Context: an optimization exercise on an open-source flow, tuned for small area, a short achievable clock period and few clock cycles per item. The choices shown serve that exercise and are no tape-out recipe. In this exercise RTL edits were held to simulation tests only and were not proved equivalent to the original. Power and IR drop assume default switching activity.

==> flow/design.v <==
package mdu_pkg;
    localparam int MDU_XLEN = 64;
    localparam logic [2:0] OP_MUL    = 3'b000;
    localparam logic [2:0] OP_MULH   = 3'b001;
    localparam logic [2:0] OP_MULHSU = 3'b010;
    localparam logic [2:0] OP_MULHU  = 3'b011;
    localparam logic [2:0] OP_DIV    = 3'b100;
    localparam logic [2:0] OP_DIVU   = 3'b101;
    localparam logic [2:0] OP_REM    = 3'b110;
    localparam logic [2:0] OP_REMU   = 3'b111;
    typedef enum logic [2:0] {IDLE, PRE, RUN, FIX, NEG, DONE} state_t;
endpackage
module mdu_neg #(
    parameter int W = 64
) (
    input  logic         neg,
    input  logic [W-1:0] din,
    output logic [W-1:0] dout
);
    logic [W-1:0] x, p, pn;
    always_comb begin
        x = din ^ {W{neg}};
        p = x;
        for (int d = 1; d < W; d = d * 2) begin
            pn = p;
            for (int i = 0; i < W; i++)
                if ((i / d) % 2 == 1) pn[i] = p[i] & p[(i / d) * d - 1];
            p = pn;
        end
        dout[0] = x[0] ^ neg;
        for (int i = 1; i < W; i++) dout[i] = x[i] ^ (neg & p[i-1]);
    end
endmodule
module mdu_add #(
    parameter int W = 67
) (
    input  logic [W-1:0] a,
    input  logic [W-1:0] b,
    input  logic         ci,
    output logic [W-1:0] s
);
    localparam int N = W + 1;
    logic [N-1:0] g0, p0, g, p;
    always_comb begin
        g0[0] = ci; p0[0] = 1'b0;
        for (int i = 0; i < W; i++) begin
            g0[i+1] = a[i] & b[i];
            p0[i+1] = a[i] ^ b[i];
        end
        g = g0; p = p0;
        for (int d = 1; d < N; d = d * 2)
            for (int i = 2 * d - 1; i < N; i += 2 * d) begin
                g[i] = g[i] | (p[i] & g[i-d]);
                p[i] = p[i] & p[i-d];
            end
        for (int d = 64; d >= 1; d = d / 2)
            for (int i = 3 * d - 1; i < N; i += 2 * d) begin
                g[i] = g[i] | (p[i] & g[i-d]);
                p[i] = p[i] & p[i-d];
            end
        for (int i = 0; i < W; i++) s[i] = p0[i+1] ^ g[i];
    end
endmodule
module mdu_lzc64 (
    input  logic [63:0] din,
    output logic [6:0]  cnt
);
    logic [31:0] v1; logic [31:0]   c1;
    logic [15:0] v2; logic [15:0][1:0] c2;
    logic [7:0]  v3; logic [7:0][2:0]  c3;
    logic [3:0]  v4; logic [3:0][3:0]  c4;
    logic [1:0]  v5; logic [1:0][4:0]  c5;
    logic        v6; logic [5:0]       c6;
    always_comb begin
        for (int i = 0; i < 32; i++) begin
            v1[i] = din[2*i+1] | din[2*i];
            c1[i] = ~din[2*i+1];
        end
        for (int i = 0; i < 16; i++) begin
            v2[i] = v1[2*i+1] | v1[2*i];
            c2[i] = v1[2*i+1] ? {1'b0, c1[2*i+1]} : {1'b1, c1[2*i]};
        end
        for (int i = 0; i < 8; i++) begin
            v3[i] = v2[2*i+1] | v2[2*i];
            c3[i] = v2[2*i+1] ? {1'b0, c2[2*i+1]} : {1'b1, c2[2*i]};
        end
        for (int i = 0; i < 4; i++) begin
            v4[i] = v3[2*i+1] | v3[2*i];
            c4[i] = v3[2*i+1] ? {1'b0, c3[2*i+1]} : {1'b1, c3[2*i]};
        end
        for (int i = 0; i < 2; i++) begin
            v5[i] = v4[2*i+1] | v4[2*i];
            c5[i] = v4[2*i+1] ? {1'b0, c4[2*i+1]} : {1'b1, c4[2*i]};
        end
        v6 = v5[1] | v5[0];
        c6 = v5[1] ? {1'b0, c5[1]} : {1'b1, c5[0]};
        cnt = v6 ? {1'b0, c6} : 7'd64;
    end
endmodule
module mdu_iterative #(
    parameter int XLEN       = mdu_pkg::MDU_XLEN,
    parameter int REG_ADDR_W = 5
) (
    input  logic                  clk,
    input  logic                  reset,
    input  logic                  start,
    input  logic [2:0]            op,
    input  logic [XLEN-1:0]       rs1_val,
    input  logic [XLEN-1:0]       rs2_val,
    input  logic [REG_ADDR_W-1:0] rd_addr,
    input  logic                  kill,
    output logic                  busy,
    output logic                  done,
    output logic [XLEN-1:0]       result,
    output logic [REG_ADDR_W-1:0] wr_addr,
    output logic                  wr_en
);
    mdu_pkg::state_t state, state_nxt;
    logic [63:0] X, X_d;      
    logic        xs, xs_d;    
    logic [64:0] H, H_d;      
    logic [63:0] L, L_d;      
    logic        y, y_d;      
    logic        is_div, is_rem, res_hi, res_hi_d, corr, a_neg, neg_res, early, div0_q;
    logic [2:0]  skc, skc_d;  
    logic [6:0]  stc, stc_d;  
    logic [REG_ADDR_W-1:0] rd_q;
    logic        rd_nz;
    logic        k_mstep, k_mskip, k_dstep, k_dskip, k_fix;
    logic        m_one, m_two, m_neg, m_one1, m_two1, m_neg1;
    logic        n_mstep, n_mskip, n_dstep, n_dskip, n_fix, n_one, n_two, n_neg;
    logic        n_one1, n_two1, n_neg1;
    logic in_div, a_sg, b_sg, dsg, fa, fb, swap, div0;
    logic [6:0]  lza, lzb;
    logic [7:0]  kq;
    assign in_div = op[2];
    assign dsg    = in_div & ~op[0];                        
    assign a_sg   = ~in_div & (op[1:0] != 2'b11);           
    assign b_sg   = ~in_div & ~op[1];                       
    assign fa = (~in_div | dsg) & rs1_val[63];
    assign fb = (~in_div | dsg) & rs2_val[63];
    mdu_lzc64 u_lza (.din(rs1_val ^ {64{fa}}), .cnt(lza));
    mdu_lzc64 u_lzb (.din(rs2_val ^ {64{fb}}), .cnt(lzb));
    assign kq   = {1'b0, lzb} - {1'b0, lza} + {7'd0, fa} + 8'd1;
    assign div0 = (lzb == 7'd64) & ~fb;
    assign swap = in_div | (lza > lzb);
    logic [3:0] chunks;
    logic [6:0] kc;
    assign kc     = kq[7:6] != 2'b00 ? 7'd64 : {1'b0, kq[5:0]};
    assign chunks = 4'((7'd64 - kc) >> 3);
    logic        b_neg;
    logic [64:0] xe;
    logic [68:0] pp0, pp1, hin, cs_s, cs_c, sum;
    logic [66:0] mag0, mag1;
    assign xe    = {xs & X[63], X};
    assign b_neg = xs & X[63];
    assign mag0 = ({67{m_one}}  & {{2{xe[64]}}, xe}) | ({67{m_two}}  & {xe[64], xe, 1'b0});
    assign mag1 = ({67{m_one1}} & {{2{xe[64]}}, xe}) | ({67{m_two1}} & {xe[64], xe, 1'b0});
    assign pp0  = {{2{mag0[66] ^ m_neg}}, mag0 ^ {67{m_neg}}};
    assign pp1  = {mag1 ^ {67{m_neg1}}, {2{m_neg1}}};
    assign hin  = k_dstep ? {{3{H[64]}}, H, L[63]} : {{4{H[64]}}, H};
    assign cs_s = hin ^ pp0 ^ pp1;
    assign cs_c = {(hin[67:0] & pp0[67:0]) | (hin[67:0] & pp1[67:0]) | (pp0[67:0] & pp1[67:0]), m_neg};
    mdu_add #(.W(69)) u_add (.a(cs_s), .b(cs_c), .ci(m_neg1), .s(sum));
    logic [63:0] res_sel, nego;
    assign res_sel = res_hi ? H[63:0] : L;
    mdu_neg #(.W(64)) u_neg (.neg(state == mdu_pkg::NEG || a_neg), .din(res_sel), .dout(nego));
    logic accept, mlast, dlast;
    assign accept = (state == mdu_pkg::IDLE) && start && !kill;
    assign mlast  = (k_mskip && stc == 7'd8) || (k_mstep && stc == 7'd2);
    assign dlast  = k_dstep && stc == 7'd1;
    always_comb begin
        state_nxt = state;
        case (state)
            mdu_pkg::IDLE: if (accept) state_nxt = in_div ? mdu_pkg::PRE : mdu_pkg::RUN;
            mdu_pkg::PRE: begin
                if (kill)       state_nxt = mdu_pkg::IDLE;
                else if (early) state_nxt = mdu_pkg::DONE;
                else            state_nxt = mdu_pkg::RUN;
            end
            mdu_pkg::RUN: begin
                if (kill) state_nxt = mdu_pkg::IDLE;
                else if (dlast)
                    state_nxt = (is_rem & sum[68]) ? mdu_pkg::FIX :
                                neg_res ? mdu_pkg::NEG : mdu_pkg::DONE;
                else if (mlast)
                    state_nxt = corr ? mdu_pkg::FIX : mdu_pkg::DONE;
            end
            mdu_pkg::FIX:  state_nxt = kill ? mdu_pkg::IDLE :
                                       (is_div & neg_res) ? mdu_pkg::NEG : mdu_pkg::DONE;
            mdu_pkg::NEG:  state_nxt = kill ? mdu_pkg::IDLE : mdu_pkg::DONE;
            mdu_pkg::DONE: state_nxt = mdu_pkg::IDLE;
            default:       state_nxt = mdu_pkg::IDLE;
        endcase
    end
    always_comb begin
        X_d = X; xs_d = xs; H_d = H; L_d = L; y_d = y; skc_d = skc; stc_d = stc;
        res_hi_d = res_hi;
        if (accept) begin
            X_d   = swap ? rs2_val : rs1_val;
            xs_d  = swap ? (b_sg | dsg) : a_sg;
            H_d   = '0;
            L_d   = swap ? rs1_val : rs2_val;
            y_d   = 1'b0;
            skc_d = in_div ? chunks[2:0] : 3'd0;
            stc_d = in_div ? 7'd64 - {chunks[2:0], 3'b000} : 7'd32;
            res_hi_d = ~in_div & (op[1:0] != 2'b00);
        end
        if (state == mdu_pkg::PRE) begin
            if (early) begin
                if (!is_rem) L_d = {64{div0_q}};
            end else begin
                res_hi_d = is_rem;
                L_d      = nego;
            end
        end
        if (state == mdu_pkg::NEG) begin
            L_d      = nego;
            res_hi_d = 1'b0;
        end
        if (k_dskip) begin
            skc_d = skc - 3'd1;
            H_d   = {H[56:0], L[63:56]};
            L_d   = {L[55:0], 8'd0};
        end
        if (k_dstep) begin
            stc_d = stc - 7'd1;
            H_d   = sum[64:0];
            L_d   = {L[62:0], ~sum[68]};
        end
        if (k_mskip) begin
            stc_d = stc - 7'd8;
            H_d   = {{16{H[64]}}, H[64:16]};
            L_d   = {H[15:0], L[63:16]};
            y_d   = L[15];
        end
        if (k_mstep) begin
            stc_d = stc - 7'd2;
            H_d   = sum[68:4];
            L_d   = {sum[3:0], L[63:4]};
            y_d   = L[3];
        end
        if (k_fix) H_d = sum[64:0];
    end
    logic       div_nx, bneg_nx;
    always_comb begin
        n_mstep = 1'b0; n_mskip = 1'b0; n_dstep = 1'b0; n_dskip = 1'b0; n_fix = 1'b0;
        n_one = 1'b0; n_two = 1'b0; n_neg = 1'b0;
        n_one1 = 1'b0; n_two1 = 1'b0; n_neg1 = 1'b0;
        div_nx  = accept ? in_div : is_div;
        bneg_nx = xs_d & X_d[63];
        if (state_nxt == mdu_pkg::FIX) begin
            n_fix = 1'b1;
            n_one = 1'b1;
            n_neg = div_nx & bneg_nx;               
        end else if (state_nxt == mdu_pkg::RUN || state_nxt == mdu_pkg::PRE) begin
            if (div_nx) begin
                n_dskip = skc_d != 3'd0;
                n_dstep = skc_d == 3'd0;
                n_one   = 1'b1;
                n_neg   = H_d[64] ? bneg_nx : ~bneg_nx;
            end else begin
                if (stc_d >= 7'd8 && L_d[15:0] == {16{y_d}}) n_mskip = 1'b1;
                else                                          n_mstep = 1'b1;
                case ({L_d[1:0], y_d})
                    3'b001, 3'b010: n_one = 1'b1;
                    3'b011:         n_two = 1'b1;
                    3'b100:         begin n_two = 1'b1; n_neg = 1'b1; end
                    3'b101, 3'b110: begin n_one = 1'b1; n_neg = 1'b1; end
                    default: ;
                endcase
                case (L_d[3:1])
                    3'b001, 3'b010: n_one1 = 1'b1;
                    3'b011:         n_two1 = 1'b1;
                    3'b100:         begin n_two1 = 1'b1; n_neg1 = 1'b1; end
                    3'b101, 3'b110: begin n_one1 = 1'b1; n_neg1 = 1'b1; end
                    default: ;
                endcase
            end
        end
        if (state_nxt == mdu_pkg::PRE) begin
            n_dskip = 1'b0; n_dstep = 1'b0;
        end
    end
    always_ff @(posedge clk or posedge reset) begin
        if (reset) begin
            state   <= mdu_pkg::IDLE;
            k_mstep <= 1'b0; k_mskip <= 1'b0; k_dstep <= 1'b0; k_dskip <= 1'b0; k_fix <= 1'b0;
        end else begin
            state   <= state_nxt;
            k_mstep <= n_mstep; k_mskip <= n_mskip; k_dstep <= n_dstep;
            k_dskip <= n_dskip; k_fix <= n_fix;
        end
    end
    always_ff @(posedge clk) begin
        X <= X_d; xs <= xs_d; H <= H_d; L <= L_d; y <= y_d;
        skc <= skc_d; stc <= stc_d; res_hi <= res_hi_d;
        m_one <= n_one; m_two <= n_two; m_neg <= n_neg;
        m_one1 <= n_one1; m_two1 <= n_two1; m_neg1 <= n_neg1;
        if (accept) begin
            rd_q    <= rd_addr;
            rd_nz   <= rd_addr != '0;
            is_div  <= in_div;
            is_rem  <= in_div & op[1];
            corr    <= ~in_div & (swap ? (~a_sg & rs1_val[63]) : (~b_sg & rs2_val[63]));
            a_neg   <= in_div & fa;
            neg_res <= in_div & (op[1] ? fa : (fa ^ fb));
            early   <= div0 | kq[7] | (kq == 8'd0);    
            div0_q  <= div0;
        end
        if (state == mdu_pkg::PRE) a_neg <= 1'b0;
    end
    assign result  = res_sel;
    assign busy    = (state == mdu_pkg::PRE) || (state == mdu_pkg::RUN) ||
                     (state == mdu_pkg::FIX) || (state == mdu_pkg::NEG);
    assign done    = (state == mdu_pkg::DONE) && !kill;
    assign wr_en   = done && rd_nz;
    assign wr_addr = rd_q;
endmodule
==> flow/run.sh <==
#!/bin/bash
# synth_recipe.tcl (not shown) runs the flow's synth.tcl, then flattens the netlist and writes it again
# the make line also repeats each setting of config.mk as NAME=value (left out here)
make -C /OpenROAD-flow-scripts/flow DESIGN_CONFIG=/design/flow/config.mk WORK_HOME=/design/flow/orfs CLKGATE_MAP_FILE= SYNTH_SCRIPT=/design/flow/synth_recipe.tcl finish
==> flow/config.mk <==
export PLATFORM = sky130hd
export DESIGN_NAME = mdu_iterative
export DESIGN_NICKNAME = mdu_iterative
export VERILOG_FILES = /design/flow/design.v
export SDC_FILE = /design/flow/constraint.sdc
export NUM_CORES = 4
export LEC_CHECK = 0
export CAP_MARGIN = 20
export CORE_MARGIN = 2
export CORE_UTILIZATION = 40
export SETUP_SLACK_MARGIN = 1.0
export SLEW_MARGIN = 20
==> flow/constraint.sdc <==
create_clock -name core_clock -period 5.5 [get_ports {clk}]
set_input_delay 1.1000 -clock core_clock [delete_from_list [all_inputs] [get_ports {clk}]]
set_output_delay 1.1000 -clock core_clock [all_outputs]
set_load 0.01 [all_outputs]
==> summary.txt <==
Run status
  – Status: finished with violations
  – Failing Checks: setup timing

Clocking
  – Deepest clock path buffer count: 3
  – Worst-path clk slew: 0.07 ns
  – Depth of the CTS H-tree: 1
  – Worst-Skew Late Latency: 0.64 ns
  – CTS tree: built
  – Hold_buf cts: 0
  – Root buf cell: clkbuf_16
  – Clock sinks: 233
  – Num CTS Buffers: 31

Global route
  – Total grt overflow: 0
  – Largest net degree at the start of global routing: 89
  – First-pass GRT wire length: 206 mm
  – Gr usage total: 0.386
  – Initial antenna violation count: 11
  – Vias in the first global route: 30,800

Timing
  – Fin crit share: 1.17
  – RSZ-0062 raised after global routing: yes
  – Setup_tns: -32.08 ns
  – Final setup fails: 108
  – Hold Vio Cnt, Final: 0
  – Slew margin rel.: 0.259
  – Final Skew: 0.0515 ns
  – Max-slew violation count: 0
  – Fmax: 0.156 GHz
  – Tightest Pin Transition: 1.11 ns
  – Worst setup margin: -0.913 ns
  – Fin Hold WS: 0.493 ns
  – Min Tclk post-route: 6.41 ns

Pwr
  – Leak: 17.3 nW
  – Pwr dens: 758 nW/um^2
  – Max VDD drop: 0.594 mV

Logic synthesis
  – Syn nets: 3,812
  – Gate count of the mapped netlist: 3,468
  – Synth top area share: 0.148
  – Netlist cell types: 100
  – YS warnings: 4
  – Synthesized area: 28,000 sq um
  – FFs w/ async S/R, synth: 0.0343
  – Register area share after synthesis: 0.217
  – Cell taking the most area after synthesis: edfxtp_1
  – Synthesized area per cell: 8.07 sq um
  – Post-synth EDFFs: 138
  – Synth Flop Type: edfxtp_1
  – Yosys reg bits: 233
  – Top cells by area, synth: edfxtp_1, fa_1, dfxtp_1, mux2i_1, xnor2_1

Detailed routing
  – Routed wire length: 144 mm
  – Via density: 6.19
  – ANT nets after route: 0
  – Wire length on met2: 62.5 mm
  – Met3 Wirelength: 14.4 mm
  – DR pass1 iterations: 8
  – # DRC: 0
  – WL met1: 54.8 mm
  – Wirelength per Cell: 27.2 um
  – Max layer used: met5
  – Via count: 32,800
  – DR iter-0 viols: 3,911

Setup path
  – Crit path kind: flip-flop to flip-flop
  – Top fanout value on the critical path: 15
  – WP data required: 6.07 ns
  – CP most frequent cell: buf_4
  – Crit path launch type: flip-flop
  – CP max stage cell: fa_1
  – Delay of the slowest critical-path stage: 0.56 ns
  – Worst endpoint data arrival time: 6.98 ns
  – Endpoint class of the critical path: flip-flop

Die
  – Die W: 269 um
  – Initial Util: 0.406
  – Core ar.: 68,900 sq um
  – Row count: 96
  – Die area: 72,100 sq um
  – IO Pins: 212
  – Die height: 269 um

Cells and area
  – P&R area growth vs syn: 49.0%
  – Most common cell after layout, fill and taps aside: buf_4
  – Filler instances: 6,182
  – Layout cells sized above 1: 0.329
  – Most frequent cells in the layout: buf_4, inv_1, nand2_1, nor2_1, clkdlybuf4s50_1
  – Number of nets in the layout: 4,682
  – Post-route insts no fill: 5,297

Placement
  – # port buffers: 211
  – RD Place Congestion: 1.03
  – Detailed Place HPWL: 109 mm
  – Inst Count DP: 5,084

Hold path
  – HP Class: flip-flop to flip-flop

Run
  – Maxcap violations: 0
-- metrics by stage --
stage / total power, W / setup slack, ns / area, sq um / utilization
floorplan: 0.0155 / -0.537 / 28500 / -
global placement: 0.0252 / -1.61 / 36300 / 0.527
detailed placement: 0.0253 / -1.68 / 36300 / 0.527
CTS: 0.0291 / -0.917 / 40100 / 0.581
global route: 0.0333 / -1.14 / 41700 / 0.605
finish: 0.0316 / -0.913 / 41700 / 0.605
-- cell usage after synthesis, types with 10 or more instances --
cell	number
clkbuf_1	172
fa_1	105
o21ai_0	247
and3_1	36
nor2_1	236
a21oi_1	242
a211o_1	18
inv_1	263
a21o_1	38
a22oi_1	155
nand3_1	57
xnor2_1	155
nor2b_1	27
buf_1	51
o31ai_1	19
a221oi_1	67
dfxtp_1	87
nor4_1	30
buf_2	17
o41ai_1	10
o22ai_1	67
ha_1	99
o211ai_1	24
mux2_2	88
or2_2	10
nor3b_1	10
nand2b_1	23
edfxtp_1	138
a211oi_1	33
a221o_1	20
a31oi_1	35
xor2_1	84
mux2i_1	143
a222oi_1	14
o221ai_1	21
nand4_1	30
nor3_1	95
or3_1	25
o21a_1	31
and2_1	12
nand2_1	257
-- worst max-delay path: cells and delay by family, from the launching register on --
family,cells,cell delay [ns]
muxes,1,0.28
adders and majority gates,3,1.15
AOI/OAI and AO/OA,12,1.96
and+or+nand+nor,4,0.71
DFF,1,0.55
buffers and inverters,8,1.32
xor gates and xnor gates,2,0.33
-- timing repair --
action,in CTS,in global routing
cloned,14,1
setup endpoints to repair,201,209
buffers inserted,81,56
pin swaps,156,155
gates resized for setup,434,243
-- routing by layer --
layer  track usage  vias to the layer above
li1              -                    14600
met1         0.484                    15800
met2         0.594                     1924
met3        0.0855                      525
met4         0.259                       16
met5             0                        -
-- power by group --
part	internal [W]	total (W)	switching [W]
registers	0.00271	0.00394	0.00124
logic	0.0119	0.0254	0.0135
clock network	0.00131	0.00222	0.000902
-- flip-flops by register name, indices dropped and copies added (netlist names), 3 cells and up --
signal	cells
skc	3
L	64
state	3
stc	7
H	65
rd_q	5
X	64
-- final timing paths --
path	cells past startpoint	slack [ns]	start	endpoint
setup / recovery	30	-0.91	k_dstep$_DFF_PP0_	m_neg1$_SDFF_PP0_
max in group asynchronous	2	4.42	reset	k_mstep$_DFF_PP0_
setup reg to reg	30	-0.91	k_dstep$_DFF_PP0_	m_neg1$_SDFF_PP0_
hold / removal	1	0.49	skc[0]$_DFF_P_	skc[0]$_DFF_P_
min in group asynchronous	2	0.75	reset	k_dskip$_DFF_PP0_
hold reg to reg	1	0.49	skc[0]$_DFF_P_	skc[0]$_DFF_P_
-- cells by family (layout without fill, tap and decap cells) --
kind of cell	after synthesis	after routing	synth area share
buf+inv	516	1409	0.0716
flops	233	233	0.217
simple gates	884	884	0.152
other cells	0	4	0
compound gates	1154	1155	0.275
xor+xnor	239	239	0.0748
mux	238	238	0.0900
fa+ha+maj	204	204	0.119
-- cell type report --
cell class / count / area [sq um] / share of cell area
sequential: 233 / 6110 / 0.147
inverter: 270 / 1020 / 0.0245
clock buffer: 36 / 795 / 0.0191
clock inverter: 21 / 277 / 0.00663
multi-input combinational: 2720 / 22500 / 0.539
tap: 931 / 1160 / 0.0279
timing repair buffer: 1082 / 9820 / 0.235
antenna: 4 / 10.0 / 0.000240
Testbench counts, summed over its fixed seeds: cycles 34,959, items 2,400.

==> what the ideal ports hide <==
How much do the figures lean on ideal ports? The routed layout below was timed once more, with nothing changed but the port constraints.
Step 1 assumes that a clkbuf_16 drives the clock port and a buf_2 every other input.
Step 2, shift: input delay + t, output delay - t, t = (earliest + latest rising clock arrival at the registers) / 2. This alone moves slack from input paths to output paths.
Three values: ideal ports, drivers, drivers and shift; two values: the first two.
shift t [ns]: 0.682
slack for setup (ns): -0.913 / -0.913 / -1.225
hold slack, ns: 0.493 / 0.493 / 0.493
slew at the worst register clock pin (ns): 0.07 / 0.07
pins driven straight from the clock port: 1
For this run, drivers alone change the setup slack by 0.000 ns; drivers and shift together by -0.312 ns.
